Source: an optimization exercise on an open RTL-to-GDS flow (aim: a short achievable clock period and few clock cycles per item). Production flows keep margins and buffers that such runs may drop. The RTL was checked by simulation tests, not by an equivalence proof against the original design. Power and IR drop assume default switching activity.

<file path="flow/config.mk">
export PLATFORM = sky130hd
export DESIGN_NAME = cpu_top
export DESIGN_NICKNAME = cpu_top
export VERILOG_FILES = /design/flow/design.v
export SDC_FILE = /design/flow/constraint.sdc
export NUM_CORES = 4
export LEC_CHECK = 0
export CAP_MARGIN = 20
export CORE_MARGIN = 2
export CORE_UTILIZATION = 40
export SLEW_MARGIN = 20
</file>
<file path="flow/constraint.sdc">
create_clock -name core_clock -period 7.0 [get_ports {clk}]
set_input_delay 1.4000 -clock core_clock [delete_from_list [all_inputs] [get_ports {clk}]]
set_output_delay 1.4000 -clock core_clock [all_outputs]
set_load 0.01 [all_outputs]
</file>
<file path="flow/design.v">
`default_nettype none
package cpu_pkg;
    localparam int xlen       = 32;
    localparam int reg_addr_w = 5;
    localparam logic [xlen-1:0] reset_pc = 32'h0000_0000;
    localparam logic [xlen-1:0] nop_inst = 32'h0000_0000;   
    typedef enum logic [5:0] {
        op_special = 6'h00,
        op_j       = 6'h02,
        op_beq     = 6'h04,
        op_bne     = 6'h05,
        op_addiu   = 6'h09,
        op_lui     = 6'h0f,
        op_lw      = 6'h23,
        op_sw      = 6'h2b
    } opcode_e;
    typedef enum logic [5:0] {
        fn_sll  = 6'h00,
        fn_addu = 6'h21,
        fn_subu = 6'h23,
        fn_and  = 6'h24,
        fn_or   = 6'h25,
        fn_slt  = 6'h2a
    } funct_e;
    typedef enum logic [2:0] {
        alu_add,
        alu_sub,
        alu_and,
        alu_or,
        alu_slt,
        alu_sll,      
        alu_pass_b
    } alu_op_e;
    typedef struct packed {
        alu_op_e               alu_op;
        logic [xlen-1:0]       op_a;
        logic [xlen-1:0]       op_b;
        logic [xlen-1:0]       st_data;     
        logic [reg_addr_w-1:0] dest;
        logic                  reg_write;
        logic                  is_load;
        logic                  is_store;
        logic [xlen-1:0]       pc;
    } de_ex_t;
    typedef struct packed {
        logic [xlen-1:0]       result;      
        logic [reg_addr_w-1:0] dest;
        logic                  reg_write;
        logic                  is_load;
        logic [xlen-1:0]       pc;
    } ex_mw_t;
    typedef struct packed {
        logic                  wen;
        logic [reg_addr_w-1:0] waddr;
        logic [xlen-1:0]       wdata;
        logic [xlen-1:0]       pc;
    } wb_t;
    typedef struct packed {
        logic                  valid;       
        logic [reg_addr_w-1:0] dest;
        logic [xlen-1:0]       value;
        logic                  pending;     
    } fwd_t;
endpackage
`default_nettype wire
`timescale 1ns/1ns
`default_nettype none
module fetch_stage (
    input  logic                     clk,
    input  logic                     rst_n,
    input  logic                     stall,
    input  logic                     redirect,           
    input  logic [cpu_pkg::xlen-1:0] redirect_target,
    output logic [cpu_pkg::xlen-1:0] pc
);
    logic [cpu_pkg::xlen-1:0] pc_next;
    always_comb begin
        if (redirect) begin
            pc_next = redirect_target;
        end else if (stall) begin
            pc_next = pc;                                
        end else begin
            pc_next = pc + 32'd4;
        end
    end
    always_ff @(posedge clk) begin
        if (!rst_n) begin
            pc <= cpu_pkg::reset_pc;
        end else begin
            pc <= pc_next;
        end
    end
endmodule
`default_nettype wire
`timescale 1ns/1ns
`default_nettype none
module decode_stage (
    input  logic                           clk,
    input  logic                           rst_n,
    input  logic [cpu_pkg::xlen-1:0]       fetch_pc,
    input  logic [cpu_pkg::xlen-1:0]       inst_rdata,
    input  logic [cpu_pkg::xlen-1:0]       rs_data,
    input  logic [cpu_pkg::xlen-1:0]       rt_data,
    input  cpu_pkg::fwd_t                  ex_fwd,
    input  cpu_pkg::fwd_t                  mw_fwd,
    output logic [cpu_pkg::reg_addr_w-1:0] rs_addr,
    output logic [cpu_pkg::reg_addr_w-1:0] rt_addr,
    output logic                           stall,
    output logic                           redirect,
    output logic [cpu_pkg::xlen-1:0]       redirect_target,
    output cpu_pkg::de_ex_t                de_ex
);
    logic [cpu_pkg::xlen-1:0] pc_q;
    logic [cpu_pkg::xlen-1:0] inst_hold;      
    logic                     held_q;
    logic                     valid_q;
    logic [cpu_pkg::xlen-1:0] inst;
    logic [cpu_pkg::xlen-1:0] pc_plus4;
    logic [cpu_pkg::xlen-1:0] imm_sext;
    logic [cpu_pkg::xlen-1:0] rs_val;
    logic [cpu_pkg::xlen-1:0] rt_val;
    cpu_pkg::opcode_e         opcode;
    cpu_pkg::funct_e          funct;
    cpu_pkg::alu_op_e         alu_op;
    cpu_pkg::de_ex_t          de_ex_next;
    logic uses_rs, uses_rt, use_shamt, use_imm, use_lui;
    logic reg_write, is_load, is_store, is_beq, is_bne, is_j;
    logic load_hazard, branch_hazard, taken;
    assign inst     = !valid_q ? cpu_pkg::nop_inst : (held_q ? inst_hold : inst_rdata);
    assign opcode   = cpu_pkg::opcode_e'(inst[31:26]);
    assign funct    = cpu_pkg::funct_e'(inst[5:0]);
    assign rs_addr  = inst[25:21];
    assign rt_addr  = inst[20:16];
    assign pc_plus4 = pc_q + 32'd4;
    assign imm_sext = {{16{inst[15]}}, inst[15:0]};
    always_comb begin
        if (ex_fwd.valid && ex_fwd.dest == rs_addr) begin
            rs_val = ex_fwd.value;
        end else if (mw_fwd.valid && mw_fwd.dest == rs_addr) begin
            rs_val = mw_fwd.value;
        end else begin
            rs_val = rs_data;
        end
        if (ex_fwd.valid && ex_fwd.dest == rt_addr) begin
            rt_val = ex_fwd.value;
        end else if (mw_fwd.valid && mw_fwd.dest == rt_addr) begin
            rt_val = mw_fwd.value;
        end else begin
            rt_val = rt_data;
        end
    end
    always_comb begin
        alu_op    = cpu_pkg::alu_add;
        uses_rs   = 1'b0;
        uses_rt   = 1'b0;
        use_shamt = 1'b0;
        use_imm   = 1'b0;
        use_lui   = 1'b0;
        reg_write = 1'b0;
        is_load   = 1'b0;
        is_store  = 1'b0;
        is_beq    = 1'b0;
        is_bne    = 1'b0;
        is_j      = 1'b0;
        case (opcode)
            cpu_pkg::op_special: begin
                uses_rs   = 1'b1;
                uses_rt   = 1'b1;
                reg_write = 1'b1;
                case (funct)
                    cpu_pkg::fn_addu: alu_op = cpu_pkg::alu_add;
                    cpu_pkg::fn_subu: alu_op = cpu_pkg::alu_sub;
                    cpu_pkg::fn_and:  alu_op = cpu_pkg::alu_and;
                    cpu_pkg::fn_or:   alu_op = cpu_pkg::alu_or;
                    cpu_pkg::fn_slt:  alu_op = cpu_pkg::alu_slt;
                    cpu_pkg::fn_sll: begin
                        alu_op    = cpu_pkg::alu_sll;
                        uses_rs   = 1'b0;
                        use_shamt = 1'b1;
                    end
                    default: reg_write = 1'b0;                   
                endcase
            end
            cpu_pkg::op_addiu: begin
                uses_rs   = 1'b1;
                use_imm   = 1'b1;
                reg_write = 1'b1;
            end
            cpu_pkg::op_lui: begin
                alu_op    = cpu_pkg::alu_pass_b;
                use_lui   = 1'b1;
                reg_write = 1'b1;
            end
            cpu_pkg::op_lw: begin
                uses_rs   = 1'b1;
                use_imm   = 1'b1;
                reg_write = 1'b1;
                is_load   = 1'b1;
            end
            cpu_pkg::op_sw: begin
                uses_rs  = 1'b1;
                uses_rt  = 1'b1;
                use_imm  = 1'b1;
                is_store = 1'b1;
            end
            cpu_pkg::op_beq: begin
                uses_rs = 1'b1;
                uses_rt = 1'b1;
                is_beq  = 1'b1;
            end
            cpu_pkg::op_bne: begin
                uses_rs = 1'b1;
                uses_rt = 1'b1;
                is_bne  = 1'b1;
            end
            cpu_pkg::op_j: is_j = 1'b1;
            default: ;
        endcase
    end
    assign load_hazard = ex_fwd.valid && ex_fwd.pending
                         && ((uses_rs && ex_fwd.dest == rs_addr)
                             || (uses_rt && ex_fwd.dest == rt_addr));
    assign branch_hazard = (is_beq || is_bne) && ex_fwd.valid
                           && (ex_fwd.dest == rs_addr || ex_fwd.dest == rt_addr);
    assign stall = load_hazard || branch_hazard;
    assign taken    = is_j || (is_beq && rs_val == rt_val) || (is_bne && rs_val != rt_val);
    assign redirect = taken && !stall;
    assign redirect_target = is_j ? {pc_plus4[31:28], inst[25:0], 2'b00}
                                  : pc_plus4 + {imm_sext[29:0], 2'b00};
    always_comb begin
        de_ex_next.alu_op    = alu_op;
        de_ex_next.op_a      = use_shamt ? {27'd0, inst[10:6]} : rs_val;
        de_ex_next.op_b      = use_lui ? {inst[15:0], 16'h0000} : (use_imm ? imm_sext : rt_val);
        de_ex_next.st_data   = rt_val;
        de_ex_next.dest      = (opcode == cpu_pkg::op_special) ? inst[15:11] : rt_addr;
        de_ex_next.reg_write = reg_write;
        de_ex_next.is_load   = is_load;
        de_ex_next.is_store  = is_store;
        de_ex_next.pc        = pc_q;
    end
    always_ff @(posedge clk) begin
        if (!rst_n) begin
            valid_q <= 1'b0;
            held_q  <= 1'b0;
            de_ex   <= '0;
        end else if (stall) begin
            held_q <= 1'b1;
            de_ex  <= '0;                  
        end else begin
            valid_q <= 1'b1;
            held_q  <= 1'b0;
            de_ex   <= de_ex_next;
        end
    end
    always_ff @(posedge clk) begin
        if (stall) begin
            inst_hold <= inst;
        end else begin
            pc_q <= fetch_pc;
        end
    end
endmodule
`default_nettype wire
`timescale 1ns/1ns
`default_nettype none
module reg_file (
    input  logic                           clk,
    input  logic                           rst_n,
    input  logic [cpu_pkg::reg_addr_w-1:0] rs_addr,
    input  logic [cpu_pkg::reg_addr_w-1:0] rt_addr,
    input  cpu_pkg::wb_t                   wb,
    output logic [cpu_pkg::xlen-1:0]       rs_data,
    output logic [cpu_pkg::xlen-1:0]       rt_data
);
    localparam int num_regs = 2 ** cpu_pkg::reg_addr_w;
    logic [cpu_pkg::xlen-1:0] regs [num_regs];
    always_ff @(posedge clk) begin
        if (!rst_n) begin
            for (int i = 0; i < num_regs; i++) begin
                regs[i] <= '0;
            end
        end else if (wb.wen && wb.waddr != '0) begin
            regs[wb.waddr] <= wb.wdata;
        end
    end
    assign rs_data = (rs_addr == '0) ? '0
                   : (wb.wen && wb.waddr == rs_addr) ? wb.wdata : regs[rs_addr];
    assign rt_data = (rt_addr == '0) ? '0
                   : (wb.wen && wb.waddr == rt_addr) ? wb.wdata : regs[rt_addr];
endmodule
`default_nettype wire
`timescale 1ns/1ns
`default_nettype none
module execute_stage (
    input  logic                     clk,
    input  logic                     rst_n,
    input  cpu_pkg::de_ex_t          de_ex,
    output cpu_pkg::ex_mw_t          ex_mw,
    output cpu_pkg::fwd_t            ex_fwd,
    output logic                     data_req,
    output logic                     data_wr,
    output logic [cpu_pkg::xlen-1:0] data_addr,
    output logic [cpu_pkg::xlen-1:0] data_wdata
);
    logic [cpu_pkg::xlen-1:0] alu_result;
    always_comb begin
        case (de_ex.alu_op)
            cpu_pkg::alu_add:    alu_result = de_ex.op_a + de_ex.op_b;
            cpu_pkg::alu_sub:    alu_result = de_ex.op_a - de_ex.op_b;
            cpu_pkg::alu_and:    alu_result = de_ex.op_a & de_ex.op_b;
            cpu_pkg::alu_or:     alu_result = de_ex.op_a | de_ex.op_b;
            cpu_pkg::alu_slt:    alu_result = {31'd0, $signed(de_ex.op_a) < $signed(de_ex.op_b)};
            cpu_pkg::alu_sll:    alu_result = de_ex.op_b << de_ex.op_a[4:0];
            cpu_pkg::alu_pass_b: alu_result = de_ex.op_b;       
            default:             alu_result = de_ex.op_a + de_ex.op_b;
        endcase
    end
    assign data_req   = de_ex.is_load || de_ex.is_store;
    assign data_wr    = de_ex.is_store;
    assign data_addr  = alu_result;
    assign data_wdata = de_ex.st_data;
    assign ex_fwd.valid   = de_ex.reg_write && de_ex.dest != '0;
    assign ex_fwd.dest    = de_ex.dest;
    assign ex_fwd.value   = alu_result;
    assign ex_fwd.pending = de_ex.is_load;                      
    always_ff @(posedge clk) begin
        ex_mw.result <= alu_result;
        ex_mw.dest   <= de_ex.dest;
        ex_mw.pc     <= de_ex.pc;
        if (!rst_n) begin
            ex_mw.reg_write <= 1'b0;
            ex_mw.is_load   <= 1'b0;
        end else begin
            ex_mw.reg_write <= de_ex.reg_write;
            ex_mw.is_load   <= de_ex.is_load;
        end
    end
endmodule
`default_nettype wire
`timescale 1ns/1ns
`default_nettype none
module mem_wb_stage (
    input  logic                     clk,
    input  logic                     rst_n,
    input  cpu_pkg::ex_mw_t          ex_mw,
    input  logic [cpu_pkg::xlen-1:0] data_rdata,
    output cpu_pkg::wb_t             wb,
    output cpu_pkg::fwd_t            mw_fwd
);
    logic [cpu_pkg::xlen-1:0] value;
    logic                     wen_next;
    assign value    = ex_mw.is_load ? data_rdata : ex_mw.result;
    assign wen_next = ex_mw.reg_write && ex_mw.dest != '0;
    assign mw_fwd.valid   = wen_next;
    assign mw_fwd.dest    = ex_mw.dest;
    assign mw_fwd.value   = value;
    assign mw_fwd.pending = 1'b0;
    always_ff @(posedge clk) begin
        if (!rst_n) begin
            wb.wen <= 1'b0;
        end else begin
            wb.wen <= wen_next;
        end
    end
    always_ff @(posedge clk) begin
        if (wen_next) begin
            wb.waddr <= ex_mw.dest;
            wb.wdata <= value;
            wb.pc    <= ex_mw.pc;
        end
    end
endmodule
`default_nettype wire
`timescale 1ns/1ns
`default_nettype none
module cpu_top (
    input  logic                           clk,
    input  logic                           rst_n,
    output logic [cpu_pkg::xlen-1:0]       inst_addr,
    input  logic [cpu_pkg::xlen-1:0]       inst_rdata,
    output logic                           data_req,
    output logic                           data_wr,
    output logic [cpu_pkg::xlen-1:0]       data_addr,
    output logic [cpu_pkg::xlen-1:0]       data_wdata,
    input  logic [cpu_pkg::xlen-1:0]       data_rdata,
    output logic [cpu_pkg::xlen-1:0]       debug_wb_pc,
    output logic                           debug_wb_rf_wen,
    output logic [cpu_pkg::reg_addr_w-1:0] debug_wb_rf_wnum,
    output logic [cpu_pkg::xlen-1:0]       debug_wb_rf_wdata
);
    logic                           stall;
    logic                           redirect;
    logic [cpu_pkg::xlen-1:0]       redirect_target;
    logic [cpu_pkg::reg_addr_w-1:0] rs_addr;
    logic [cpu_pkg::reg_addr_w-1:0] rt_addr;
    logic [cpu_pkg::xlen-1:0]       rs_data;
    logic [cpu_pkg::xlen-1:0]       rt_data;
    cpu_pkg::de_ex_t                de_ex;
    cpu_pkg::ex_mw_t                ex_mw;
    cpu_pkg::wb_t                   wb;
    cpu_pkg::fwd_t                  ex_fwd;
    cpu_pkg::fwd_t                  mw_fwd;
    fetch_stage u_fetch (
        .clk             (clk),
        .rst_n           (rst_n),
        .stall           (stall),
        .redirect        (redirect),
        .redirect_target (redirect_target),
        .pc              (inst_addr)          
    );
    decode_stage u_decode (
        .clk             (clk),
        .rst_n           (rst_n),
        .fetch_pc        (inst_addr),
        .inst_rdata      (inst_rdata),
        .rs_data         (rs_data),
        .rt_data         (rt_data),
        .ex_fwd          (ex_fwd),
        .mw_fwd          (mw_fwd),
        .rs_addr         (rs_addr),
        .rt_addr         (rt_addr),
        .stall           (stall),
        .redirect        (redirect),
        .redirect_target (redirect_target),
        .de_ex           (de_ex)
    );
    reg_file u_reg_file (
        .clk     (clk),
        .rst_n   (rst_n),
        .rs_addr (rs_addr),
        .rt_addr (rt_addr),
        .wb      (wb),
        .rs_data (rs_data),
        .rt_data (rt_data)
    );
    execute_stage u_execute (
        .clk        (clk),
        .rst_n      (rst_n),
        .de_ex      (de_ex),
        .ex_mw      (ex_mw),
        .ex_fwd     (ex_fwd),
        .data_req   (data_req),
        .data_wr    (data_wr),
        .data_addr  (data_addr),
        .data_wdata (data_wdata)
    );
    mem_wb_stage u_mem_wb (
        .clk        (clk),
        .rst_n      (rst_n),
        .ex_mw      (ex_mw),
        .data_rdata (data_rdata),
        .wb         (wb),
        .mw_fwd     (mw_fwd)
    );
    assign debug_wb_pc       = wb.pc;
    assign debug_wb_rf_wen   = wb.wen;
    assign debug_wb_rf_wnum  = wb.waddr;
    assign debug_wb_rf_wdata = wb.wdata;
endmodule
`default_nettype wire
</file>
<file path="flow/run.sh">
#!/bin/bash
# synth_recipe.tcl (not shown) runs the flow's synth.tcl, then flattens the netlist and writes it again
# the make line also repeats each setting of config.mk as NAME=value (left out here)
make -C /OpenROAD-flow-scripts/flow DESIGN_CONFIG=/design/flow/config.mk WORK_HOME=/design/flow/orfs CLKGATE_MAP_FILE= SYNTH_SCRIPT=/design/flow/synth_recipe.tcl finish
</file>
==> impl_metrics.yaml <==
pwr:
  cellLeakagePower_nw: 35.6
  worst_voltage_drop_across_the_vdd_grid_mv: 0.289
  power_density_mw_per_mm2: 235
critical_path:
  rr_startpoint: "u_decode.de_ex[73]$_SDFF_PP0_"
  worst-path-max-fanout: 7
  critPathLaunch: "u_decode.de_ex[72]$_SDFF_PP0_"
  required_ns: 5.60
  worst-endpoint-arrival_ns: 5.44
  critPathKind: "reg2out"
  startpoint_kind_of_the_worst_setup_timing_path: "flop"
  endpoint_kind: "output port"
detailed_routing:
  drc: 0
  drtAntennaViolNets: 0
  first_iter_violations: 11700
  postRouteWirelength_microns: 413000
  dr_total_vias: 72600
  vias_per_cell: 6.69
  wire_per_inst_microns: 38.0
  firstDrtPassIters: 7
timing:
  layout_setup_ws_ns: 0.156
  unrepaired_setup_endpoints_after_global_routing: "no"
  worstMarginPinSlew_ns: 1.32
  fin_worst_skew_ns: 0.0431
  post-route-period-util_pct: 97.8
  fmax_mhz: 146
  report.final.slew_viol_count: 0
  setup_viol_count_final: 0
  report.final.hold_viol_count: 0
  timing.hold.ws_ns: 0.325
  timing.slew.headroom_pct: 12.2
  period_needed_ns: 6.84
synthesis:
  async_reset_ff_share_pct: 0
  ys_warn_count: 5
  synth.cell_area_sq_mm: 0.0814
  mean_syn_cell_area_sq_um: 10.8
  synth.lib_cells_used.distinct: 119
  ys_seq_elements: 1402
  synthCells: 7535
  synth_edf_count: 1157
  synth_top_flop_cell: "sky130_fd_sc_hd__edfxtp_1"
  synth-seq-area-share_pct: 48.7
clock_network:
  clock-root-buffer: "sky130_fd_sc_hd__clkbuf_16"
  clock_insertion_delay_worst_skew_ns: 0.88
  clk_path_buf_depth: 3
  clock_tree.htree_level_count: 4
  clkTransAtPathRegs_ns: 0.06
  cts.sinks: 1402
  tritoncts.num_buffers: 162
  cts_tree: "built"
die:
  core-area_sq_mm: 0.202
  chipWidth_microns: 455
  num_io_pins: 234
  start_util_pct: 40.3
  placementRows: 165
  dieHeight_microns: 455
  die_area_sq_mm: 0.207
hold_path:
  min_path_type: "reg2reg"
  worst_hold_startpoint: "u_decode.de_ex[19]$_SDFF_PP0_"
global_routing:
  grt_antenna_before_repair: 38
  grt_overflow_total: 0
  global_route.usage.total_pct: 38.8
  wire_length_of_the_first_global_routing_pass_microns: 559000
  maximum_number_of_pins_on_one_net_before_global_route_repair: 77
  grt_pass1_vias: 67900
placed_design:
  pre_cts_setup_slack_ns: -0.480
  gp_congestion: 1.06
  place.port_buffers: 233
  post-dp-hpwl_microns: 285000
finish:
  final_core_utilization_pct: 48.0
  area.growth.synth_to_final_pct: 19.2
  filler_cell_count: 18400
  drive_gt1_share_pct: 19.3
  finish.net_count: 8228
job:
  maxCapViolations: 0
outcome:
  status: "no timing/DRC/antenna violations"
==> state kept, by name (all words and copies together) (netlist names) <==
name                cells
u_decode.de_ex        139
u_decode.held_q         1
u_decode.inst_hold     32
u_decode.pc_q          32
u_decode.valid_q        1
u_execute.ex_mw        71
u_fetch.pc             32
u_mem_wb.wb            70
u_reg_file.regs      1024
==> critical path: stages (launching register included) <==
cell	delay [ns]
sky130_fd_sc_hd__dfxtp_1	0.59
sky130_fd_sc_hd__ha_1	0.35
sky130_fd_sc_hd__inv_1	0.13
sky130_fd_sc_hd__fa_1	0.44
sky130_fd_sc_hd__nor2b_1	0.18
sky130_fd_sc_hd__o211a_1	0.29
sky130_fd_sc_hd__o211a_1	0.31
sky130_fd_sc_hd__a211oi_2	0.36
sky130_fd_sc_hd__nand4b_1	0.31
sky130_fd_sc_hd__a311oi_1	0.26
sky130_fd_sc_hd__o311ai_0	0.43
sky130_fd_sc_hd__a31oi_2	0.27
sky130_fd_sc_hd__inv_1	0.13
sky130_fd_sc_hd__clkdlybuf4s50_1	0.54
==> metrics by stage <==
stage / power [mW] / instances / TNS, ns / cell area (sq um)
3_5_place_dp: 14.3 / 10500 / -10.09 / 91700
6_report: 22.8 / 10900 / 0 / 97000
3_3_place_gp: 14.2 / 10500 / -18.27 / 91600
2_1_floorplan: 11.9 / 7566 / 0 / 81500
5_1_grt: 23.3 / 10800 / 0 / 97000
4_1_cts: 22.7 / 10800 / 0 / 96900
==> worst paths after layout <==
| path | to | depth (start not counted) | slack, ns |
|---|---|---|---|
| worst min register to register | u_execute.ex_mw[19]$_DFF_P_ | 0 | 0.32 |
| worst max register to register | u_fetch.pc[2]$_SDFFE_PN0P_ | 21 | 0.28 |
| worst min-delay path | u_execute.ex_mw[19]$_DFF_P_ | 0 | 0.32 |
| worst max-delay path | data_addr[30] | 13 | 0.16 |
==> report_power, final <==
part | switching [mW] | internal, mW
Sequential | 0.272 | 9.38
Combinational | 3.03 | 1.64
Clock | 3.79 | 4.73
==> cells in the mapped netlist (125+ instances only) <==
cell	n	area, sq um
sky130_fd_sc_hd__and2_1	854	5340
sky130_fd_sc_hd__o21ai_0	320	1600
sky130_fd_sc_hd__nand3_1	163	816
sky130_fd_sc_hd__edfxtp_1	1157	34700
sky130_fd_sc_hd__dfxtp_1	245	4900
sky130_fd_sc_hd__ha_1	127	1590
sky130_fd_sc_hd__and3_1	159	995
sky130_fd_sc_hd__mux2i_1	255	2550
sky130_fd_sc_hd__mux2_2	125	1410
sky130_fd_sc_hd__nor2_1	422	1580
sky130_fd_sc_hd__clkbuf_1	442	1660
sky130_fd_sc_hd__inv_1	173	649
sky130_fd_sc_hd__nand2_1	606	2270
sky130_fd_sc_hd__a21oi_1	303	1520
sky130_fd_sc_hd__nor3_1	272	1360
sky130_fd_sc_hd__o22ai_1	141	882
sky130_fd_sc_hd__mux4_2	256	5770
==> cell type report <==
type / instances / area [sq um] / share of cell area (%)
Antenna cell: 21 / 52.6 / 0.0542
Clock buffer: 209 / 4320 / 4.45
Clock inverter: 88 / 845 / 0.871
Inverter: 185 / 731 / 0.753
Multi-Input combinational cell: 5294 / 38900 / 40.1
Sequential cell: 1402 / 39700 / 40.9
Tap cell: 2672 / 3340 / 3.45
Timing Repair Buffer: 987 / 9200 / 9.48
==> layer usage <==
layer / up-vias / global-route usage (%) / wire, microns
met4: 18 / 26.9 / 32900
met2: 5797 / 57.1 / 177000
met1: 36200 / 49.6 / 153000
met3: 1309 / 10.7 / 50000
li1: 29300 / - / -
met5: - / 0 / 126
==> repair_timing <==
item	4_1_cts	5_1_grt
resized for setup	3	12
hold buffers	0	0
buffers inserted	1	0
endpoints found under the setup margin	5	10
pin swaps	1	0
hold endpoints to repair	0	0
==> cells by family (layout without fill, tap and decap cells) <==
family	after synthesis	after routing	share of synthesized area [%]
XOR/XNOR	93	93	1.00
buffers and inverters	870	1469	4.69
flip-flops	1402	1402	48.7
other	1	53	0.00461
multiplexers	648	648	12.2
adder cells (fa/ha/maj)	130	130	2.03
AND/OR/NAND/NOR	2741	2741	17.6
AO/OA/AOI/OAI	1650	1650	13.8
==> cells in the final DEF (no fill, tap or decap), types with 39 or more instances in the layout <==
master,netlist,routed
sky130_fd_sc_hd__a211oi_1,108,106
sky130_fd_sc_hd__a21oi_1,303,298
sky130_fd_sc_hd__a221oi_1,74,74
sky130_fd_sc_hd__a22oi_1,40,40
sky130_fd_sc_hd__a31oi_1,83,81
sky130_fd_sc_hd__and2_1,854,854
sky130_fd_sc_hd__and3_1,159,159
sky130_fd_sc_hd__buf_12,1,91
sky130_fd_sc_hd__buf_4,69,660
sky130_fd_sc_hd__clkbuf_1,442,39
sky130_fd_sc_hd__clkbuf_16,0,163
sky130_fd_sc_hd__clkdlybuf4s50_1,0,232
sky130_fd_sc_hd__dfxtp_1,245,238
sky130_fd_sc_hd__edfxtp_1,1157,1157
sky130_fd_sc_hd__ha_1,127,127
sky130_fd_sc_hd__inv_1,173,169
sky130_fd_sc_hd__mux2_2,125,125
sky130_fd_sc_hd__mux2i_1,255,252
sky130_fd_sc_hd__mux4_2,256,256
sky130_fd_sc_hd__nand2_1,606,601
sky130_fd_sc_hd__nand3_1,163,156
sky130_fd_sc_hd__nand4_1,41,41
sky130_fd_sc_hd__nor2_1,422,390
sky130_fd_sc_hd__nor3_1,272,269
sky130_fd_sc_hd__o211ai_1,76,76
sky130_fd_sc_hd__o21ai_0,320,287
sky130_fd_sc_hd__o221ai_1,58,57
sky130_fd_sc_hd__o22ai_1,141,139
sky130_fd_sc_hd__xnor2_1,60,60
Testbench counts, summed over its fixed seeds: cycles 28,304, instrs 25,953.

[separate check: timing with driven ports]
How much do the figures lean on ideal ports? The routed layout below was timed once more, with nothing changed but the port constraints. Step 1, drivers: a clkbuf_16 drives clk and a buf_2 each remaining input, both assumed. Step 2 times the ports against the registers' clock, not the clock port: input delays grow and output delays shrink by t, the midpoint of the rising clock arrivals with the driver on. Slacks: ideal / step 1 / step 2; pairs: ideal / step 1.
t, ns: 0.955
slack for setup (ns): 0.156 / 0.055 / -0.703
worst hold slack (ns): 0.325 / 0.325 / 0.325
worst setup path at the end: input to register
Met with ideal ports but missed after step 2: setup timing in this run. The setup slack of this run moves by -0.101 ns with the drivers and by -0.859 ns with both steps.
